Background: an optimization exercise with open tools, aiming at small area, a short achievable clock period and few clock cycles per item. Do not read the settings as production practice. Function was checked by simulation only, so behaviour that the tests miss may differ from the original. No activity file was given, so power comes from the tool's default toggle rates.

`config.mk`:
```
export PLATFORM = sky130hd
export DESIGN_NAME = source_line_tokenizer_core
export DESIGN_NICKNAME = source_line_tokenizer_core
export VERILOG_FILES = /design/flow/design.v
export SDC_FILE = /design/flow/constraint.sdc
export NUM_CORES = 4
export LEC_CHECK = 0
export CAP_MARGIN = 20
export CORE_MARGIN = 2
export CORE_UTILIZATION = 40
export PLACE_DENSITY = 0.6
export SLEW_MARGIN = 20
```
`run.sh`:
```
#!/bin/bash
# synth_recipe.tcl (not shown) runs the flow's synth.tcl, then flattens the netlist and writes it again
# the make line also repeats each setting of config.mk as NAME=value (left out here)
make -C /OpenROAD-flow-scripts/flow DESIGN_CONFIG=/design/flow/config.mk WORK_HOME=/design/flow/orfs CLKGATE_MAP_FILE= SYNTH_SCRIPT=/design/flow/synth_recipe.tcl finish
```
`constraint.sdc`:
```
create_clock -name core_clock -period 7.5 [get_ports {i_clk}]
set_input_delay 1.5000 -clock core_clock [delete_from_list [all_inputs] [get_ports {i_clk}]]
set_output_delay 1.5000 -clock core_clock [all_outputs]
set_load 0.01 [all_outputs]
```
`design.v`:
```
`timescale 1ns / 1ps
module source_line_tokenizer_core (
    input  logic        i_clk,
    input  logic        i_rst_n,
    input  logic        i_in_valid,
    output logic        o_in_ready,
    input  logic [8:0]  i_in_data,
    output logic        o_out_valid,
    input  logic        i_out_ready,
    output logic [44:0] o_out_data
);
    localparam int LINE_WIDTH = 16;
    localparam int COL_WIDTH  = 12;
    localparam int MAX_RES    = 3;
    localparam int FIFO_AW    = 2;
    localparam int FIFO_DEPTH = 1 << FIFO_AW;
    localparam int BEAT_W     = 45;
    localparam int BUNDLE_W   = MAX_RES * BEAT_W + 2;
    localparam logic [7:0] CH_QUOTE  = 8'd34;
    localparam logic [7:0] CH_HASH   = 8'd35;
    localparam logic [7:0] CH_LBRACE = 8'h7B;
    localparam logic [7:0] CH_RBRACE = 8'h7D;
    localparam logic [7:0] CH_LPAREN = 8'h28;
    localparam logic [7:0] CH_RPAREN = 8'h29;
    localparam logic [7:0] CH_SEMI   = 8'h3B;
    localparam logic [7:0] CH_BANG   = 8'h21;
    localparam logic [7:0] CH_EQ     = 8'h3D;
    localparam logic [7:0] CH_DOT    = 8'h2E;
    localparam logic [7:0] CH_MINUS  = 8'h2D;
    localparam logic [7:0] CH_PLUS   = 8'h2B;
    localparam logic [7:0] CH_STAR   = 8'h2A;
    localparam logic [7:0] CH_SLASH  = 8'h2F;
    localparam logic [7:0] CH_BSLASH = 8'h5C;
    localparam logic [7:0] CH_UNDER  = 8'h5F;
    localparam logic [7:0] CH_ZERO   = 8'h30;
    localparam logic [7:0] CH_LOW_T  = 8'h74;
    localparam logic [7:0] CH_LOW_R  = 8'h72;
    localparam logic [7:0] CH_LOW_N  = 8'h6E;
    localparam logic [7:0] CH_TAB    = 8'd9;
    localparam logic [7:0] CH_LF     = 8'd10;
    localparam logic [7:0] CH_CR     = 8'd13;
    localparam logic [7:0] CH_NUL    = 8'd0;
    localparam logic [1:0] K_LEXEME = 2'd0;
    localparam logic [1:0] K_DONE   = 2'd1;
    localparam logic [1:0] K_ERROR  = 2'd2;
    localparam logic [3:0] TT_IDENT  = 4'd0;
    localparam logic [3:0] TT_INT    = 4'd1;
    localparam logic [3:0] TT_FLOAT  = 4'd2;
    localparam logic [3:0] TT_STRING = 4'd3;
    localparam logic [3:0] TT_OP     = 4'd4;
    localparam logic [3:0] TT_LBRACE = 4'd5;
    localparam logic [3:0] TT_RBRACE = 4'd6;
    localparam logic [3:0] TT_LPAREN = 4'd7;
    localparam logic [3:0] TT_RPAREN = 4'd8;
    localparam logic [3:0] TT_SEMI   = 4'd9;
    localparam logic [1:0] E_BAD_NUMBER = 2'd0;
    localparam logic [1:0] E_BAD_ESCAPE = 2'd1;
    localparam logic [1:0] E_UNCLOSED   = 2'd2;
    localparam logic [1:0] E_UNEXPECTED = 2'd3;
    localparam logic [3:0] M_IDLE    = 4'd0;
    localparam logic [3:0] M_IDENT   = 4'd1;
    localparam logic [3:0] M_NUMBER  = 4'd2;
    localparam logic [3:0] M_NEG     = 4'd3;
    localparam logic [3:0] M_DBL     = 4'd4;
    localparam logic [3:0] M_STRING  = 4'd5;
    localparam logic [3:0] M_ESCAPE  = 4'd6;
    localparam logic [3:0] M_COMMENT = 4'd7;
    localparam logic [3:0] M_ERROR   = 4'd8;
    function automatic logic is_space(input logic [7:0] c);
        is_space = ((c == 8'd32) || (c == CH_TAB) || (c == 8'd12) || (c == 8'd11) || (c == CH_CR));
    endfunction
    function automatic logic is_letter(input logic [7:0] c);
        is_letter = ((c >= 8'h61 && c <= 8'h7A) || (c >= 8'h41 && c <= 8'h5A) || (c == CH_UNDER));
    endfunction
    function automatic logic is_digit(input logic [7:0] c);
        is_digit = ((c >= 8'h30) && (c <= 8'h39));
    endfunction
    function automatic logic [BEAT_W-1:0] mk(input logic [1:0] k, input logic [3:0] ty,
                                             input logic [7:0] b,
                                             input logic [LINE_WIDTH-1:0] ln,
                                             input logic [COL_WIDTH-1:0] col,
                                             input logic [1:0] e);
        mk = {k, ty, b, ln, col, e, 1'b0};
    endfunction
    logic [3:0]            r_mode, n_mode;
    logic [LINE_WIDTH-1:0] r_line, n_line;
    logic [COL_WIDTH-1:0]  r_col, n_col;
    logic [COL_WIDTH-1:0]  r_tstart, n_tstart;
    logic [1:0]            r_dots, n_dots;
    logic                  r_lastdot, n_lastdot;
    logic [BUNDLE_W-1:0]   r_fifo [0:FIFO_DEPTH-1];
    logic [FIFO_AW-1:0]    r_wptr, r_rptr;
    logic [FIFO_AW:0]      r_count;
    logic [1:0]            r_sub;
    logic [BEAT_W-1:0]     res [0:MAX_RES-1];
    logic [1:0]            cnt;
    logic                  fin;
    logic                  fin_ok;
    logic                  in_acc;
    logic                  out_acc;
    logic                  push;
    logic                  pop;
    logic [7:0]            c;
    logic                  act;
    logic [BUNDLE_W-1:0]   head;
    logic [1:0]            head_n;
    assign o_in_ready  = (r_count != (FIFO_AW+1)'(FIFO_DEPTH));
    assign in_acc      = i_in_valid && o_in_ready;
    assign c           = i_in_data[7:0];
    assign act         = i_in_data[8];
    assign head        = r_fifo[r_rptr];
    assign head_n      = head[1:0];
    assign o_out_valid = (r_count != '0);
    assign o_out_data  = head[2 + BEAT_W * r_sub +: BEAT_W];
    assign out_acc     = o_out_valid && i_out_ready;
    assign pop         = out_acc && (r_sub == head_n - 2'd1);
    assign push        = in_acc && (cnt != 2'd0);
    always_comb begin
        n_mode    = r_mode;
        n_line    = r_line;
        n_col     = r_col;
        n_tstart  = r_tstart;
        n_dots    = r_dots;
        n_lastdot = r_lastdot;
        for (int i = 0; i < MAX_RES; i++) begin
            res[i] = '0;
        end
        cnt       = 2'd0;
        fin       = 1'b0;
        fin_ok    = 1'b1;
        if (in_acc && r_mode != M_ERROR) begin
            if (act) begin
                fin = 1'b1;
            end else begin
                if (r_col != '1) begin
                    n_col = r_col + COL_WIDTH'(1);
                end
                case (r_mode)
                    M_IDENT: begin
                        if (is_letter(c) || is_digit(c)) begin
                            res[cnt] = mk(K_LEXEME, TT_IDENT, c, r_line, r_col, E_BAD_NUMBER);
                            cnt = cnt + 2'd1;
                        end else begin
                            fin = 1'b1;
                        end
                    end
                    M_NUMBER: begin
                        if (is_digit(c)) begin
                            res[cnt] = mk(K_LEXEME, TT_INT, c, r_line, r_col, E_BAD_NUMBER);
                            cnt = cnt + 2'd1;
                            n_lastdot = 1'b0;
                        end else if (c == CH_DOT) begin
                            res[cnt] = mk(K_LEXEME, TT_INT, c, r_line, r_col, E_BAD_NUMBER);
                            cnt = cnt + 2'd1;
                            if (r_dots != 2'd2) begin
                                n_dots = r_dots + 2'd1;
                            end
                            n_lastdot = 1'b1;
                        end else begin
                            fin = 1'b1;
                        end
                    end
                    M_NEG: begin
                        if (is_digit(c)) begin
                            res[cnt] = mk(K_LEXEME, TT_INT, c, r_line, r_col, E_BAD_NUMBER);
                            cnt = cnt + 2'd1;
                            n_mode    = M_NUMBER;
                            n_dots    = 2'd0;
                            n_lastdot = 1'b0;
                        end else begin
                            fin = 1'b1;
                        end
                    end
                    M_DBL: begin
                        if (c == CH_EQ) begin
                            res[cnt] = mk(K_LEXEME, TT_OP, c, r_line, r_col, E_BAD_NUMBER);
                            cnt = cnt + 2'd1;
                            res[cnt] = mk(K_DONE, TT_OP, CH_NUL, r_line, r_tstart, E_BAD_NUMBER);
                            cnt = cnt + 2'd1;
                            n_mode = M_IDLE;
                        end else begin
                            fin = 1'b1;
                        end
                    end
                    M_STRING: begin
                        if (c == CH_QUOTE) begin
                            res[cnt] = mk(K_DONE, TT_STRING, CH_NUL, r_line, r_tstart,
                                          E_BAD_NUMBER);
                            cnt = cnt + 2'd1;
                            n_mode = M_IDLE;
                        end else if (c == CH_BSLASH) begin
                            n_mode = M_ESCAPE;
                        end else begin
                            res[cnt] = mk(K_LEXEME, TT_STRING, c, r_line, r_col, E_BAD_NUMBER);
                            cnt = cnt + 2'd1;
                        end
                    end
                    M_ESCAPE: begin
                        n_mode = M_STRING;
                        if (c == CH_LOW_T) begin
                            res[cnt] = mk(K_LEXEME, TT_STRING, CH_TAB, r_line, r_col,
                                          E_BAD_NUMBER);
                            cnt = cnt + 2'd1;
                        end else if (c == CH_LOW_R) begin
                            res[cnt] = mk(K_LEXEME, TT_STRING, CH_CR, r_line, r_col,
                                          E_BAD_NUMBER);
                            cnt = cnt + 2'd1;
                        end else if (c == CH_LOW_N) begin
                            res[cnt] = mk(K_LEXEME, TT_STRING, CH_LF, r_line, r_col,
                                          E_BAD_NUMBER);
                            cnt = cnt + 2'd1;
                        end else if (c == CH_QUOTE) begin
                            res[cnt] = mk(K_LEXEME, TT_STRING, CH_QUOTE, r_line, r_col,
                                          E_BAD_NUMBER);
                            cnt = cnt + 2'd1;
                        end else if (c == CH_ZERO) begin
                            res[cnt] = mk(K_LEXEME, TT_STRING, CH_NUL, r_line, r_col,
                                          E_BAD_NUMBER);
                            cnt = cnt + 2'd1;
                        end else begin
                            res[cnt] = mk(K_ERROR, TT_IDENT, CH_NUL, r_line, r_col,
                                          E_BAD_ESCAPE);
                            cnt = cnt + 2'd1;
                            n_mode = M_ERROR;
                        end
                    end
                    M_COMMENT: begin
                    end
                    default: begin
                        fin = 1'b1;
                    end
                endcase
            end
            if (fin) begin
                case (r_mode)
                    M_IDENT: begin
                        res[cnt] = mk(K_DONE, TT_IDENT, CH_NUL, r_line, r_tstart, E_BAD_NUMBER);
                        cnt = cnt + 2'd1;
                    end
                    M_NUMBER: begin
                        if (r_lastdot || r_dots == 2'd2) begin
                            res[cnt] = mk(K_ERROR, TT_IDENT, CH_NUL, r_line, r_tstart,
                                          E_BAD_NUMBER);
                            cnt = cnt + 2'd1;
                            fin_ok = 1'b0;
                        end else begin
                            res[cnt] = mk(K_DONE, (r_dots == 2'd1) ? TT_FLOAT : TT_INT,
                                          CH_NUL, r_line, r_tstart, E_BAD_NUMBER);
                            cnt = cnt + 2'd1;
                        end
                    end
                    M_NEG, M_DBL: begin
                        res[cnt] = mk(K_DONE, TT_OP, CH_NUL, r_line, r_tstart, E_BAD_NUMBER);
                        cnt = cnt + 2'd1;
                    end
                    M_STRING, M_ESCAPE: begin
                        res[cnt] = mk(K_ERROR, TT_IDENT, CH_NUL, r_line, r_tstart, E_UNCLOSED);
                        cnt = cnt + 2'd1;
                        fin_ok = 1'b0;
                    end
                    default: begin
                    end
                endcase
                n_mode = fin_ok ? M_IDLE : M_ERROR;
            end
            if (fin && fin_ok) begin
                if (act) begin
                    if (r_line != '1) begin
                        n_line = r_line + LINE_WIDTH'(1);
                    end
                    n_col = COL_WIDTH'(1);
                end else begin
                    n_tstart = r_col;
                    if (is_space(c)) begin
                    end else if (c == CH_HASH) begin
                        n_mode = M_COMMENT;
                    end else if (c == CH_LBRACE) begin
                        res[cnt] = mk(K_DONE, TT_LBRACE, CH_NUL, r_line, r_col, E_BAD_NUMBER);
                        cnt = cnt + 2'd1;
                    end else if (c == CH_RBRACE) begin
                        res[cnt] = mk(K_DONE, TT_RBRACE, CH_NUL, r_line, r_col, E_BAD_NUMBER);
                        cnt = cnt + 2'd1;
                    end else if (c == CH_LPAREN) begin
                        res[cnt] = mk(K_DONE, TT_LPAREN, CH_NUL, r_line, r_col, E_BAD_NUMBER);
                        cnt = cnt + 2'd1;
                    end else if (c == CH_RPAREN) begin
                        res[cnt] = mk(K_DONE, TT_RPAREN, CH_NUL, r_line, r_col, E_BAD_NUMBER);
                        cnt = cnt + 2'd1;
                    end else if (c == CH_SEMI) begin
                        res[cnt] = mk(K_DONE, TT_SEMI, CH_NUL, r_line, r_col, E_BAD_NUMBER);
                        cnt = cnt + 2'd1;
                    end else if (is_letter(c)) begin
                        res[cnt] = mk(K_LEXEME, TT_IDENT, c, r_line, r_col, E_BAD_NUMBER);
                        cnt = cnt + 2'd1;
                        n_mode = M_IDENT;
                    end else if (is_digit(c)) begin
                        res[cnt] = mk(K_LEXEME, TT_INT, c, r_line, r_col, E_BAD_NUMBER);
                        cnt = cnt + 2'd1;
                        n_mode    = M_NUMBER;
                        n_dots    = 2'd0;
                        n_lastdot = 1'b0;
                    end else if (c == CH_MINUS) begin
                        res[cnt] = mk(K_LEXEME, TT_OP, c, r_line, r_col, E_BAD_NUMBER);
                        cnt = cnt + 2'd1;
                        n_mode = M_NEG;
                    end else if (c == CH_QUOTE) begin
                        n_mode = M_STRING;
                    end else if (c == CH_EQ || c == CH_BANG) begin
                        res[cnt] = mk(K_LEXEME, TT_OP, c, r_line, r_col, E_BAD_NUMBER);
                        cnt = cnt + 2'd1;
                        n_mode = M_DBL;
                    end else if (c == CH_PLUS || c == CH_STAR || c == CH_SLASH) begin
                        res[cnt] = mk(K_LEXEME, TT_OP, c, r_line, r_col, E_BAD_NUMBER);
                        cnt = cnt + 2'd1;
                        res[cnt] = mk(K_DONE, TT_OP, CH_NUL, r_line, r_col, E_BAD_NUMBER);
                        cnt = cnt + 2'd1;
                    end else begin
                        res[cnt] = mk(K_ERROR, TT_IDENT, CH_NUL, r_line, r_col,
                                      E_UNEXPECTED);
                        cnt = cnt + 2'd1;
                        n_mode = M_ERROR;
                    end
                end
            end
        end
        for (int i = 0; i < MAX_RES; i++) begin
            res[i][0] = (cnt != 2'd0) && (2'(i) == cnt - 2'd1);
            if (2'(i) >= cnt) begin
                res[i] = '0;
            end
        end
    end
    always_ff @(posedge i_clk) begin
        if (!i_rst_n) begin
            r_mode    <= M_IDLE;
            r_line    <= LINE_WIDTH'(1);
            r_col     <= COL_WIDTH'(1);
            r_tstart  <= COL_WIDTH'(1);
            r_dots    <= 2'd0;
            r_lastdot <= 1'b0;
            r_wptr    <= '0;
            r_rptr    <= '0;
            r_count   <= '0;
            r_sub     <= 2'd0;
        end else begin
            r_mode    <= n_mode;
            r_line    <= n_line;
            r_col     <= n_col;
            r_tstart  <= n_tstart;
            r_dots    <= n_dots;
            r_lastdot <= n_lastdot;
            if (push) begin
                r_wptr <= r_wptr + FIFO_AW'(1);
            end
            if (pop) begin
                r_rptr <= r_rptr + FIFO_AW'(1);
                r_sub  <= 2'd0;
            end else if (out_acc) begin
                r_sub <= r_sub + 2'd1;
            end
            r_count <= r_count + (FIFO_AW+1)'(push) - (FIFO_AW+1)'(pop);
        end
    end
    always_ff @(posedge i_clk) begin
        if (push) begin
            r_fifo[r_wptr] <= {res[2], res[1], res[0], cnt};
        end
    end
endmodule
```
==> notes.md <==
==> cells by family (layout without fill, tap and decap cells) <==
| group | count (synthesis) | after routing | synth area share (%) |
|---|---|---|---|
| simple gates | 513 | 513 | 10.0 |
| buf+inv | 142 | 255 | 2.30 |
| flops | 606 | 606 | 65.3 |
| fa+ha+maj | 21 | 21 | 0.993 |
| compound gates | 270 | 270 | 6.90 |
| mux | 199 | 199 | 13.7 |
| other cells | 1 | 8 | 0.0139 |
| xor+xnor | 22 | 22 | 0.715 |
==> layer usage <==
metal / wire (um) / global-route usage, % / vias up
met4: 1660 / 5.79 / 2
met1: 29600 / 27.1 / 8213
li1: - / - / 7078
met5: 8 / 0 / -
met2: 31600 / 31.2 / 456
met3: 3200 / 2.53 / 115
==> cell usage after synthesis, drive strengths merged (14+ instances only) <==
library cell	n
buf	54
or3	21
ha	19
o21ai	87
edfxtp	548
xnor2	15
nor2b	18
nand2	129
and2	79
dfxtp	58
a211oi	14
mux4	137
clkbuf	60
nor3	40
inv	28
a22oi	25
mux2i	62
nor2	99
nand3	47
a21oi	58
nand4	14
a31oi	14
==> worst min path at each step <==
| stage | cells after the start | end | slack (ps) |
|---|---|---|---|
| 6_report | 2 | r_dots[0]$_SDFFE_PN0P_ | 500 |
| 5_1_grt | 2 | r_dots[0]$_SDFFE_PN0P_ | 550 |
| 4_1_cts | 2 | r_dots[1]$_SDFFE_PN0P_ | 500 |
| 3_5_place_dp | 2 | r_dots[1]$_SDFFE_PN0P_ | 490 |
| 3_3_place_gp | 2 | r_dots[1]$_SDFFE_PN0P_ | 470 |
| 2_1_floorplan | 2 | r_dots[1]$_SDFFE_PN0P_ | 460 |
==> stage by stage <==
step / worst slack [ps] / area, um2 / hold WS [ps] / instances / utilization [%]
floorplan: 291 / 27000 / 463 / 1781 / -
global placement: 662 / 28800 / 475 / 2652 / 43.0
detailed placement: 591 / 28800 / 494 / 2652 / 43.0
CTS: 1230 / 30800 / 503 / 2765 / 46.1
global route: 779 / 30900 / 552 / 2767 / 46.2
finish: 1200 / 30900 / 503 / 2767 / 46.2
==> flip-flops by register name (all words and copies together) (netlist names), named ones only <==
| name | count |
|---|---|
| r_col | 12 |
| r_lastdot | 1 |
| r_dots | 2 |
| r_wptr | 2 |
| r_rptr | 2 |
| r_sub | 2 |
| r_line | 16 |
| r_tstart | 12 |
| r_count | 3 |
| r_mode | 4 |
| r_fifo | 548 |
==> power groups by stage <==
| stage | combinational, mW | clock, mW | sequential [mW] |
|---|---|---|---|
| after global placement | 2.07 | 0 | 4.19 |
| after detailed placement | 2.07 | 0 | 4.21 |
| after floorplan | 1.26 | 0 | 4.15 |
| final | 2.07 | 3.09 | 4.11 |
| after CTS | 2.08 | 3.16 | 4.14 |
| after global routing | 2.23 | 3.29 | 4.14 |
==> worst max-delay path: stages <==
cell and delay [ps]:
clkdlybuf4s50_1 700, or4_4 580, o221ai_4 250, a31oi_4 180, o41ai_1 370, buf_4 200
ha_1 240, a21oi_2 180, nand2b_1 210, ha_1 460, nor2_1 110, nor2_2 220
o21a_1 190, nand3_1 280, o21ai_0 280, buf_4 300, nand2_1 90, a31oi_1 340
==> final cells by class <==
type / instances / area share [%]
multi-input combinational: 1033 / 28.4
timing repair buffer: 114 / 3.94
clock inverter: 33 / 1.12
inverter: 28 / 0.344
sequential: 606 / 57.0
tap: 873 / 3.53
clock buffer: 80 / 5.60
==> notes.md <==
status timing/DRC/antenna clean; synthesized area per cell 15.2 um2; clock group share of total power 33.3%; clk sink count 606; Die Footprint 69500 um2; worst setup path end r_fifo[0][7]$_DFFE_PP_; hpwl dp 41700 um; worst skew pair latency 620 ps; worst-case clock buffer depth 3; Max Cap Violations 0; total wire length 66000 um; DR pass1 iterations 5; fraction of the cycle the final worst path needs 84.0%; largest net degree at the start of global routing 82; worst-margin pin slew 1010 ps; Filler cells 5757; die width 264 um; Worst slew margin 32.3%; CTS resizes 0; Row Count 95; worst r2r path cells 16; clk_skew 24.2 ps; post-synth top area share 61.0%; residual DRC count 0; Reg power frac 44.4%; EDFF count, synth 548; setup slack, reg-to-reg 2110 ps; Fin. Hold Viols 0; most common cell after layout, fill and taps aside edfxtp_1; initial antenna violation count 1; post-route ant nets 0; Int Power 6.73 mW; LEAKAGE 9.97 nW; average wire per standard cell 23.9 um; Starting Density 40.3%; Total GRT Usage 19.2%; Main synth FF type edfxtp_1; CTS Root Cell clkbuf_16; first-pass GRT wire length 102000 um; CTS tree built; # diodes 0; Syn Inst Count 1774; via/cell ratio 5.73; Port Buffers 59; async set-or-reset flop fraction in the synthesized netlist 0%; Post-CTS Setup Inserts 0; fin. max-slew vios 0; P_sw 2.54 mW; worst min path class reg2reg; Die Y-Extent 264 um; Ys Warns 2; Core Area 66900 um2; Peak supply drop 0.215 mV; synthesized cell area 27000 um2; PwrDens 300 nW/um2; number of global-route vias before repair 16400; Vias 15900; CTS Buf Count 60; share of layout cells above drive strength 1 18.4%; fmax 159 MHz; minimum clock period 6300 ps; WS Path Type in2reg; Worst Hold Launch r_dots[0]$_SDFFE_PN0P_; WP data required 7880 ps; grt total ovfl 0; total area of sequential cells 17600 um2; area of the multi-input gates 8780 um2; post-synth cell types 92; FF-to-FF Start r_mode[0]$_SDFFE_PN0P_; cts hold-fix bufs 0; most frequent cells in the layout edfxtp_1 (548), mux4_2 (137), nand2_1 (129); First DRT Iteration DRCs 1638; RR Endpoint r_fifo[0][7]$_DFFE_PP_; area leader, netlist edfxtp_1; worst-path fanout max 17; switch share 27.4%; Critical Path AT 6680 ps; clock slew at reported path FFs 60 ps; sequential share of the synthesized area 65.3%; P&R area growth vs syn 14.6%; synth top area cells edfxtp_1 (61%), mux4_2 (11%), dfxtp_1 (4.3%); Power Total 9.27 mW; RSZ-0062 raised after global routing no; setup_tns 0 ps; Critical Path Source i_in_data[3]; Logic pwr share 22.4%; Synth Register Bits 606; nets 1876; I/O pin count 60; CP Capture Type register; RD Place Congestion 0.943; htree depth 2; Startpoint Class input pin; setup violators final 0
Testbench counts, summed over its fixed seeds: cycles 33,528, items 32,063.

-- re-timing with driven ports --
In the flow no input, the clock included, has a driving cell. The finished layout below was timed again as built, in two steps.
Step 1: set_driving_cell puts a clkbuf_16 on i_clk and a buf_2 on each other input, an assumption about the parent block.
Step 2 adds t to the input delays and takes it off the output delays; t is the mean of the earliest and latest rising clock arrival at the registers after step 1. Input paths then give back, and output paths get back, about the clock's delay inside the block.
Three values: ideal ports, drivers, drivers and shift; two values: the first two.
t, ns: 0.663
setup WS [ns]: 1.197 / 1.234 / 0.571
clock arrival spread, ns: 0.027 / 0.027
slew at the worst register clock pin (ns): 0.06 / 0.06
pins driven straight from the clock port: 1
After both steps setup and hold are still met in this run. For this run, drivers alone change the setup slack by +0.037 ns; drivers and shift together by -0.626 ns.
